Background: an optimization exercise with open tools, aiming at small area, a short achievable clock period and few clock cycles per item. Do not read the settings as production practice. Function was checked by simulation only, so behaviour that the tests miss may differ from the original.

## rev 12
## wrapped_angle_slew_tracker
module wrapped_angle_slew_tracker
(
	input  wire logic                  clk,
	input  wire logic                  arst_n,
	input  wire logic                  cfg_valid,
	output      logic                  cfg_ready,
	input  wire logic [wast_pkg::CFG_IDX_W-1:0]  cfg_index,
	input  wire logic [wast_pkg::CFG_DATA_W-1:0] cfg_data,
	input  wire logic                  in_valid,
	output      logic                  in_ready,
	input  wire logic [wast_pkg::CMD_W-1:0]      cmd,
	input  wire logic [wast_pkg::ANGLE_W-1:0]    angle_in,
	input  wire logic [wast_pkg::TIME_W-1:0]     elapsed_time,
	output      logic                  out_valid,
	input  wire logic                  out_ready,
	output      logic [wast_pkg::ANGLE_W-1:0]    current_angle,
	output      logic [wast_pkg::ANGLE_W-1:0]    target_angle
);
	localparam logic [16:0] FULL17 = 17'd46080;
	localparam logic [16:0] HALF17 = 17'd23040;
  ...
Size in the first run: roughly 4600 cells after synthesis, ~110 I/O pins, roughly 0.036 sq mm of cells after synthesis.
Settings: LEC_CHECK=0, ABC_AREA=1, CAP_MARGIN=20, CORE_MARGIN=2, CORE_UTILIZATION=58, SETUP_SLACK_MARGIN=4.5, SLEW_MARGIN=20; clock period 11.0 ns.
standard.sh (not shown) runs the stock make flow with config.mk's settings and CLKGATE_MAP_FILE= SYNTH_SCRIPT=/design/flow/synth_recipe.tcl, a recipe that flattens the netlist after the stock synthesis.
==> flow/flow/run.sh <==
#!/bin/bash
# Standard layout, with one netlist clean-up between synthesis and floorplan:
# flow/faopt.py removes inverters around full adders by flipping the polarity
# of full adders (a full adder is self-dual), without changing the logic.
set -euo pipefail
R="$PWD/orfs/results/${FLOW_PLATFORM}/wrapped_angle_slew_tracker/base"
bash standard.sh synth > synth.log 2>&1
python3 flow/faopt.py "$R/1_2_yosys.v" "$R/1_2_yosys.faopt.v" > faopt.log 2>&1
grep -c "sky130_fd_sc_hd__inv" "$R/1_2_yosys.v" "$R/1_2_yosys.faopt.v" >> faopt.log 2>&1 || true
cp "$R/1_2_yosys.v" "$R/1_2_yosys.standard.v"
mv "$R/1_2_yosys.faopt.v" "$R/1_2_yosys.v"
bash standard.sh > layout.log 2>&1
Other scripts of this flow, unchanged in this note and not shown: flow/flow/faopt.py
The final layout from rev 12, which completed every stage, passed the timing, design-rule and antenna checks at the end of the flow.
Testbench counts of rev 12, summed over its fixed seeds: cycles 2,424, items 2,400.
> inputs changed (rev 12 -> rev 13)
Settings: CORE_UTILIZATION: 58 -> 52; SETUP_SLACK_MARGIN: 4.5 -> 4.
Rev 13 vs. rev 12: total placed instance area saw an increase, critical path depth saw an increase, minimum clock period after layout saw an increase, via count saw a decrease.
The overall routed net length in rev 13 was higher than what rev 12 gave.
Compared with rev 12, rev 13 improves final area.
met2 layer wire length in the routed design for rev 13: 2.7% up relative to rev 12
For the via count of the first global-routing pass, rev 13 came in about 0.5% lower than rev 12 did.

---

Starting RTL as in the previous note.
export LEC_CHECK = 0
export ABC_AREA = 1
export CAP_MARGIN = 20
export CORE_MARGIN = 2
export CORE_UTILIZATION = 62
export SETUP_SLACK_MARGIN = 4.5
export SLEW_MARGIN = 20
create_clock -name core_clock -period 11.0 [get_ports {clk}]
Scripts as last shown in full above: flow/flow/run.sh
Other scripts of this flow, unchanged in this note and not shown: flow/flow/faopt.py
Testbench counts at the start, summed over its fixed seeds: cycles 2,424, items 2,400.
==> next run, changes <==
CORE_UTILIZATION = 58   (was 62)
SETUP_SLACK_MARGIN = 4   (was 4.5)
The changed run finished with timing, DRC and antenna clean.
Clock-buffer cell count is unchanged.
Cell count is lower by 1.5%.
Via count is lower by 4.7%.

---

wrapped_angle_slew_tracker again, from the RTL that the note above started with.
Settings: LEC_CHECK=0, ABC_AREA=1, CAP_MARGIN=20, CORE_MARGIN=2, CORE_UTILIZATION=52, SETUP_SLACK_MARGIN=5, SLEW_MARGIN=20; clock period 11.0 ns.
Scripts as last shown in full above: flow/flow/run.sh
Other scripts of this flow, unchanged in this note and not shown: flow/flow/faopt.py
The baseline completed with no timing, DRC or antenna violations.
Testbench counts at the start, summed over its fixed seeds: cycles 2,424, items 2,400.
Rerun with:
- CORE_UTILIZATION: 52 -> 55
- SETUP_SLACK_MARGIN: 5 -> 4.5
Result: Flip-flop and latch count stays the same; first-iteration DRC count goes up by about 8%; clock-buffer cell count goes down by 3.
Rerun with:
- CORE_UTILIZATION: 55 -> 58
- SETUP_SLACK_MARGIN: 4.5 -> 5
After rerunning: Final area rises by a few percent. Synthesized cell count does not change. Via count increases slightly. Setup slack is better by 0.13 ns. Routed wire length barely changes. Fmax grows slightly. First-iteration DRC count is higher by a few percent. Sequential share of layout area decreases by 0.20 points.

## separate check: timing with driven ports
The flow's constraints put no driver on any port. The routed layouts listed below were extracted and timed again, unchanged, in two steps. Step 1 (the two cells are an assumption about what drives the block):
set clk [get_ports {clk}]
set_driving_cell -lib_cell sky130_fd_sc_hd__clkbuf_16 $clk
set_driving_cell -lib_cell sky130_fd_sc_hd__buf_2 [delete_from_list [all_inputs] $clk]
Step 2, shift: input delay + t, output delay - t, t = (earliest + latest rising clock arrival at the registers) / 2. This alone moves slack from input paths to output paths. a / b / c = no drivers / after step 1 / after step 2; a / b = the first two.
run	shift t [ns]	setup slack, ns	worst hold slack (ns)	slew at the worst register clock pin (ns)
rev 12	0.564	4.513 / 4.513 / 4.513	0.457 / 0.457 / 0.457	0.09 / 0.09
rev 13	0.575	4.196 / 4.196 / 4.196	0.463 / 0.463 / 0.463	0.10 / 0.10
the first run of note 2	0.581	4.483 / 4.483 / 4.483	0.461 / 0.461 / 0.461	0.09 / 0.09
the second run of note 2	0.571	4.143 / 4.143 / 4.143	0.455 / 0.455 / 0.455	0.09 / 0.09
the first run of note 3	0.572	4.582 / 4.582 / 4.582	0.462 / 0.462 / 0.462	0.09 / 0.09
the second run of note 3	0.573	4.448 / 4.448 / 4.448	0.457 / 0.457 / 0.457	0.09 / 0.09
the third run of note 3	0.573	4.574 / 4.574 / 4.574	0.456 / 0.456 / 0.456	0.08 / 0.08
After both steps setup and hold are still met in every run listed.
